This is an optimization exercise on Yosys and OpenROAD, whose aim is a short achievable clock period and few clock cycles, not a production implementation. In this exercise RTL edits were held to simulation tests only and were not proved equivalent to the original. The clock port is modelled as an ideal driver; clocking choices that lean on that would not hold on a real chip.

==> inputs of trial 94 <==
## rv32i_core
module rv32i_core (
    input  logic                 i_clk,
    input  logic                 i_reset,
    output rv32i_pkg::word_t     o_imem_addr,
    input  rv32i_pkg::word_t     i_imem_data,
    output logic                 o_wb_valid,
    output rv32i_pkg::reg_addr_t o_wb_rd,
    output rv32i_pkg::word_t     o_wb_data
);
clock: 10.0 ns
lec_check: 0
abc_clock_period_in_ps: 1500
cap_margin: 20
core_margin: 2
core_utilization: 40
slew_margin: 20
tns_end_percent: 10
standard.sh (not shown) runs the stock make flow with config.mk's settings and CLKGATE_MAP_FILE= SYNTH_SCRIPT=/design/flow/synth_recipe.tcl, a recipe that flattens the netlist after the stock synthesis.
==> flow/flow/run.sh <==
#!/bin/bash
# The standard layout (standard.sh: standard synthesis, floorplan, power grid, placement,
# CTS, routing) with three changes to how the layout is made; constraints and clock are
# the standard flow's own:
#  - the port buffers are sky130_fd_sc_hd__buf_8 rather than the cell buffer_ports picks
#    by itself (a clock-delay buffer), so every input and output still gets its buffer;
#  - gate sizing may change a cell's footprint (MATCH_CELL_FOOTPRINT=0);
#  - the timing repair after CTS and after global routing aims for more setup slack than
#    the 10 ns clock needs (flow/repair.tcl redefines ORFS's repair_timing_helper there).
# Each make run logs to its own file here; ORFS keeps its per-step logs under orfs/logs.
set -euo pipefail
here=$(pwd)
common=(MATCH_CELL_FOOTPRINT=0 "BUFFER_PORTS_ARGS=-buffer_cell sky130_fd_sc_hd__buf_8")
bash standard.sh "${common[@]}" synth floorplan > standard_synth_floorplan.log 2>&1
bash standard.sh "${common[@]}" PRE_CTS_TCL="$here/flow/repair.tcl" \
    PRE_GLOBAL_ROUTE_TCL="$here/flow/repair.tcl" finish > standard_place_to_finish.log 2>&1
==> flow/flow/repair.tcl <==
# Sourced by ORFS (PRE_CTS_TCL, PRE_GLOBAL_ROUTE_TCL) before the CTS and global-route steps.
# Same as ORFS's repair_timing_helper, but with a setup margin of 6.5 ns (the repair aims
# for a 3.5 ns path at the 10 ns clock) and a bound on the number of repair iterations.
proc repair_timing_helper { args } {
  set additional_args [list -setup_margin 6.5 -max_iterations 3000]
  append_env_var additional_args HOLD_SLACK_MARGIN -hold_margin 1
  append_env_var additional_args SETUP_MOVE_SEQUENCE -sequence 1
  append_env_var additional_args TNS_END_PERCENT -repair_tns 1
  append_env_var additional_args SKIP_PIN_SWAP -skip_pin_swap 0
  append_env_var additional_args SKIP_GATE_CLONING -skip_gate_cloning 0
  append_env_var additional_args SKIP_BUFFER_REMOVAL -skip_buffer_removal 0
  append_env_var additional_args SKIP_LAST_GASP -skip_last_gasp 0
  append_env_var additional_args SKIP_VT_SWAP -skip_vt_swap 0
  append_env_var additional_args SKIP_CRIT_VT_SWAP -skip_crit_vt_swap 0
  append_env_var additional_args MATCH_CELL_FOOTPRINT -match_cell_footprint 0
  lappend additional_args {*}$args -verbose
  log_cmd repair_timing {*}$additional_args
}
==> trial 15: changes against trial 94 <==
--- a/flow/design.v
+++ b/flow/design.v
@@ -122,23 +122,25 @@
 endmodule
 `timescale 1ns/100ps
 module rv32i_regfile (
     input  logic                            i_clk,
     input  logic                            i_reset,
     input  logic                            i_we,
     input  rv32i_pkg::reg_addr_t            i_waddr,
     input  rv32i_pkg::word_t                i_wdata,
-    input  logic [rv32i_pkg::REG_COUNT-1:0] i_rsel1,
-    input  logic [rv32i_pkg::REG_COUNT-1:0] i_rsel2,
+    input  rv32i_pkg::reg_addr_t            i_raddr1,
+    input  rv32i_pkg::reg_addr_t            i_raddr2,
     output rv32i_pkg::word_t                o_rdata1,
     output rv32i_pkg::word_t                o_rdata2
 );
     rv32i_pkg::word_t                regs [1:rv32i_pkg::REG_COUNT-1];
     logic [rv32i_pkg::REG_COUNT-1:1] valid;
+    rv32i_pkg::word_t                rd_word [rv32i_pkg::REG_COUNT];
+    logic [rv32i_pkg::REG_COUNT-1:0] rd_valid;
     always_ff @(posedge i_clk) begin
         for (int i = 1; i < rv32i_pkg::REG_COUNT; i++) begin
             if (i_reset) begin
                 valid[i] <= 1'b0;
             end else if (i_we && i_waddr == i) begin
                 valid[i] <= 1'b1;
             end
         end
@@ -146,23 +148,25 @@
     always_ff @(posedge i_clk) begin
         for (int i = 1; i < rv32i_pkg::REG_COUNT; i++) begin
             if (i_we && i_waddr == i) begin
                 regs[i] <= i_wdata;
             end
         end
     end
     always_comb begin
-        o_rdata1 = '0;
-        o_rdata2 = '0;
+        rd_word[0]  = '0;
+        rd_valid[0] = 1'b0;
         for (int i = 1; i < rv32i_pkg::REG_COUNT; i++) begin
-            o_rdata1 = o_rdata1 | ({32{i_rsel1[i] & valid[i]}} & regs[i]);
-            o_rdata2 = o_rdata2 | ({32{i_rsel2[i] & valid[i]}} & regs[i]);
+            rd_word[i]  = regs[i];
+            rd_valid[i] = valid[i];
         end
     end
+    assign o_rdata1 = {32{rd_valid[i_raddr1]}} & rd_word[i_raddr1];
+    assign o_rdata2 = {32{rd_valid[i_raddr2]}} & rd_word[i_raddr2];
 endmodule
 `timescale 1ns/100ps
 module rv32i_hazard_unit (
     input  rv32i_pkg::ctrl_t     i_id_ctrl,
     input  rv32i_pkg::reg_addr_t i_id_rs1,
     input  rv32i_pkg::reg_addr_t i_id_rs2,
     input  rv32i_pkg::ctrl_t     i_ex_ctrl,    
     input  rv32i_pkg::reg_addr_t i_ex_rd,
@@ -207,17 +211,17 @@
     output rv32i_pkg::word_t  o_result,
     output rv32i_pkg::word_t  o_store_data,
     output logic              o_equal
 );
     rv32i_pkg::word_t a, b, s, b_add, sum, alu;
     logic             carry;
     logic             lt, ltu;
     rv32i_pkg::word_t sll, sr;
-    logic [7:0]       addr;
+    logic [7:0]       addr_own, addr_f1, addr_f2, addr_f3;
     function automatic rv32i_pkg::word_t fwd(logic [3:0] sel, rv32i_pkg::word_t own,
                                              rv32i_pkg::word_t f1, rv32i_pkg::word_t f2,
                                              rv32i_pkg::word_t f3);
         fwd = ({32{sel[3]}} & f1) | ({32{sel[2]}} & f2) |
               ({32{sel[1]}} & f3) | ({32{sel[0]}} & own);
     endfunction
     assign a = fwd(i_sel_a, i_a, i_fwd1, i_fwd2, i_fwd3);
     assign b = fwd(i_sel_b, i_b, i_fwd1, i_fwd2, i_fwd3);
@@ -231,21 +235,28 @@
     assign alu = ({32{i_ctrl.r_add}}  & sum)
                | ({32{i_ctrl.r_slt}}  & {31'd0, lt})
                | ({32{i_ctrl.r_sltu}} & {31'd0, ltu})
                | ({32{i_ctrl.r_xor}}  & (a ^ b))
                | ({32{i_ctrl.r_or}}   & (a | b))
                | ({32{i_ctrl.r_and}}  & (a & b))
                | ({32{i_ctrl.r_sll}}  & sll)
                | ({32{i_ctrl.r_sr}}   & sr);
-    assign addr = a[7:0] + b[7:0];
-    always_comb begin
-        o_dmem_sel = '0;
-        o_dmem_sel[addr[7:2]] = 1'b1;
-    end
+    function automatic logic [rv32i_pkg::DMEM_WORDS-1:0] word_dec(logic [7:0] addr);
+        word_dec = '0;
+        word_dec[addr[7:2]] = 1'b1;
+    endfunction
+    assign addr_own = i_a[7:0] + i_b[7:0];
+    assign addr_f1  = i_fwd1[7:0] + i_b[7:0];
+    assign addr_f2  = i_fwd2[7:0] + i_b[7:0];
+    assign addr_f3  = i_fwd3[7:0] + i_b[7:0];
+    assign o_dmem_sel = ({rv32i_pkg::DMEM_WORDS{i_sel_a[3]}} & word_dec(addr_f1))
+                      | ({rv32i_pkg::DMEM_WORDS{i_sel_a[2]}} & word_dec(addr_f2))
+                      | ({rv32i_pkg::DMEM_WORDS{i_sel_a[1]}} & word_dec(addr_f3))
+                      | ({rv32i_pkg::DMEM_WORDS{i_sel_a[0]}} & word_dec(addr_own));
     assign o_result     = alu
                         | ({32{i_ctrl.r_jal}} & i_link)
                         | ({32{i_ctrl.r_lui}} & i_b);
     assign o_store_data = s;
     assign o_equal      = a == s;
 endmodule
 `timescale 1ns/100ps
 module rv32i_data_mem (
@@ -276,16 +287,17 @@
     input  logic                 i_reset,
     output rv32i_pkg::word_t     o_imem_addr,
     input  rv32i_pkg::word_t     i_imem_data,
     output logic                 o_wb_valid,
     output rv32i_pkg::reg_addr_t o_wb_rd,
     output rv32i_pkg::word_t     o_wb_data
 );
     logic [11:1]          f_lo_q;
+    logic [11:1]          f_lo_n_q;     
     rv32i_pkg::word_t     f_base_q;
     rv32i_pkg::word_t     f_step_q;
     rv32i_pkg::ctrl_t     x_ctrl_q;
     rv32i_pkg::word_t     x_a_q;
     rv32i_pkg::word_t     x_b_q;
     rv32i_pkg::word_t     x_s_q;
     logic [3:0]           x_sel_a_q;
     logic [3:0]           x_sel_b_q;
@@ -297,46 +309,56 @@
     rv32i_pkg::word_t     m_result_q;
     rv32i_pkg::word_t     m_sdata_q;
     logic [rv32i_pkg::DMEM_WORDS-1:0] m_asel_q;
     rv32i_pkg::reg_addr_t m_rd_q;
     logic                 m_we_q;
     logic                 m_load_q;
     logic                 m_store_q;
     logic                 w_valid_q;
+    logic                 o_valid_n_q;  
     rv32i_pkg::reg_addr_t w_rd_q;
     rv32i_pkg::word_t     w_data_q;
     rv32i_pkg::word_t     w2_data_q;    
     rv32i_pkg::word_t     w_rf_data_q;  
     rv32i_pkg::reg_addr_t o_rd_q;       
     rv32i_pkg::word_t     o_data_q;
     rv32i_pkg::word_t instr;
     logic             f_jal, f_br_taken;
     rv32i_pkg::word_t f_jimm, f_bimm, f_step;
     rv32i_pkg::word_t f_pc;
     logic             stall;
     logic             redirect;
     rv32i_pkg::word_t redirect_pc;
-    assign o_imem_addr = {f_base_q[31:12], f_lo_q, 1'b0};
+    assign o_imem_addr = {f_base_q[31:12], ~f_lo_n_q, 1'b0};
     assign instr       = i_imem_data;
     assign f_jal  = instr[6:0] == 7'b1101111;
     assign f_br_taken = instr[6:0] == 7'b1100011 &&
                         (instr[14:12] == 3'b001 && instr[19:15] != instr[24:20] ||
                          instr[14:12] == 3'b000 && instr[19:15] == instr[24:20]);
     assign f_jimm = {{12{instr[31]}}, instr[19:12], instr[20], instr[30:21], 1'b0};
     assign f_bimm = {{20{instr[31]}}, instr[7], instr[30:25], instr[11:8], 1'b0};
     assign f_step = f_jal ? f_jimm : f_br_taken ? f_bimm : 32'd4;
     logic [11:1] f_lo_seq, f_lo_jal, f_lo_br, f_lo_next;
     assign f_lo_seq  = f_lo_q + 11'd2;
     assign f_lo_jal  = f_lo_q + f_jimm[11:1];
     assign f_lo_br   = f_lo_q + f_bimm[11:1];
     assign f_lo_next = f_jal ? f_lo_jal : f_br_taken ? f_lo_br : f_lo_seq;
     assign f_pc = f_base_q + f_step_q;
     always_ff @(posedge i_clk) begin
         if (i_reset) begin
+            f_lo_n_q <= '1;
+        end else if (redirect) begin
+            f_lo_n_q <= ~redirect_pc[11:1];
+        end else if (!stall) begin
+            f_lo_n_q <= ~f_lo_next;
+        end
+    end
+    always_ff @(posedge i_clk) begin
+        if (i_reset) begin
             f_lo_q   <= '0;
             f_base_q <= 32'h0000_0000;
             f_step_q <= '0;
         end else if (redirect) begin
             f_lo_q   <= redirect_pc[11:1];
             f_base_q <= redirect_pc;
             f_step_q <= '0;
         end else if (!stall) begin
@@ -359,18 +381,18 @@
         .o_rd    (d_rd)
     );
     rv32i_regfile u_regfile (
         .i_clk    (i_clk),
         .i_reset  (i_reset),
         .i_we     (w_valid_q),
         .i_waddr  (w_rd_q),
         .i_wdata  (w_rf_data_q),
-        .i_rsel1  (rv32i_pkg::REG_COUNT'(1) << d_rs1),
-        .i_rsel2  (rv32i_pkg::REG_COUNT'(1) << d_rs2),
+        .i_raddr1 (d_rs1),
+        .i_raddr2 (d_rs2),
         .o_rdata1 (rf_rdata1),
         .o_rdata2 (rf_rdata2)
     );
     rv32i_hazard_unit u_hazard (
         .i_id_ctrl  (d_ctrl),
         .i_id_rs1   (d_rs1),
         .i_id_rs2   (d_rs2),
         .i_ex_ctrl  (x_ctrl_q),
@@ -449,19 +471,21 @@
         .i_we    (m_store_q),
         .i_sel   (m_asel_q),
         .i_wdata (m_sdata_q),
         .o_rdata (dmem_rdata)
     );
     assign m_value = m_load_q ? dmem_rdata : m_result_q;
     always_ff @(posedge i_clk) begin
         if (i_reset) begin
-            w_valid_q <= 1'b0;
+            w_valid_q   <= 1'b0;
+            o_valid_n_q <= 1'b1;
         end else begin
-            w_valid_q <= m_we_q;
+            w_valid_q   <= m_we_q;
+            o_valid_n_q <= !m_we_q;
         end
     end
     always_ff @(posedge i_clk) begin
         w_rd_q    <= m_rd_q;
         w_data_q  <= m_value;
         w2_data_q <= w_data_q;
     end
     always_ff @(posedge i_clk) begin
@@ -473,12 +497,12 @@
         if (i_reset) begin
             o_rd_q   <= '0;
             o_data_q <= '0;
         end else if (m_we_q) begin
             o_rd_q   <= m_rd_q;
             o_data_q <= m_value;
         end
     end
-    assign o_wb_valid = w_valid_q;
+    assign o_wb_valid = !o_valid_n_q;
     assign o_wb_rd    = o_rd_q;
     assign o_wb_data  = o_data_q;
 endmodule
==> flow_summary.json <==
{
  "status": "finished clean",
  "period_minus_slack_ns": 4.07,
  "worst_hold_slack_ns": 0.352,
  "synthSimpleGateAreaFrac_pct": 6.57,
  "holdCritStartpoint": "w_data_q[11]"
}
That was trial 94.
==> flow_summary.json <==
{
  "worst_hold_slack_ns": 0.354,
  "status": "finished clean",
  "synthSimpleGateAreaFrac_pct": 6.37,
  "most-common-layout-cells": "3,072 x sky130_fd_sc_hd__edfxtp_1, 1,132 x sky130_fd_sc_hd__a22oi_1, 496 x sky130_fd_sc_hd__a221oi_1",
  "cts_inserted_buffers": 363,
  "floorplan.initialDensity_pct": 40.2,
  "insertion_delay_ns": 1.01,
  "worst_path_dominant_cell_family": "compound AO/OA/AOI/OAI gates"
}
That was trial 15.
Testbench counts of trial 94, summed over its fixed seeds: cycles 53,275.
Testbench counts of trial 15, summed over its fixed seeds: cycles 53,275.

[afterwards: timing with drivers on the ports]
In the flow no input, the clock included, has a driving cell. The finished layouts below were timed again as built, in two steps. Step 1, drivers: a clkbuf_16 drives i_clk and a buf_2 each remaining input, both assumed. Step 2, shift: input delay + t, output delay - t, t = (earliest + latest rising clock arrival at the registers) / 2. This alone moves slack from input paths to output paths. a / b / c = no drivers / after step 1 / after step 2; a / b = the first two.
run | shift t [ns] | slack for setup (ns) | slew at the worst register clock pin (ns) | pins driven straight from the clock port
trial 94 | 1.066 | 5.929 / 5.994 / 4.929 | 0.07 / 0.07 | 1
trial 15 | 1.089 | 6.155 / 6.155 / 5.113 | 0.08 / 0.08 | 1
After both steps setup and hold are still met in every run listed. The setup slack of trial 15, which loses most, moves by 0.000 ns with the drivers and by -1.042 ns with both steps.
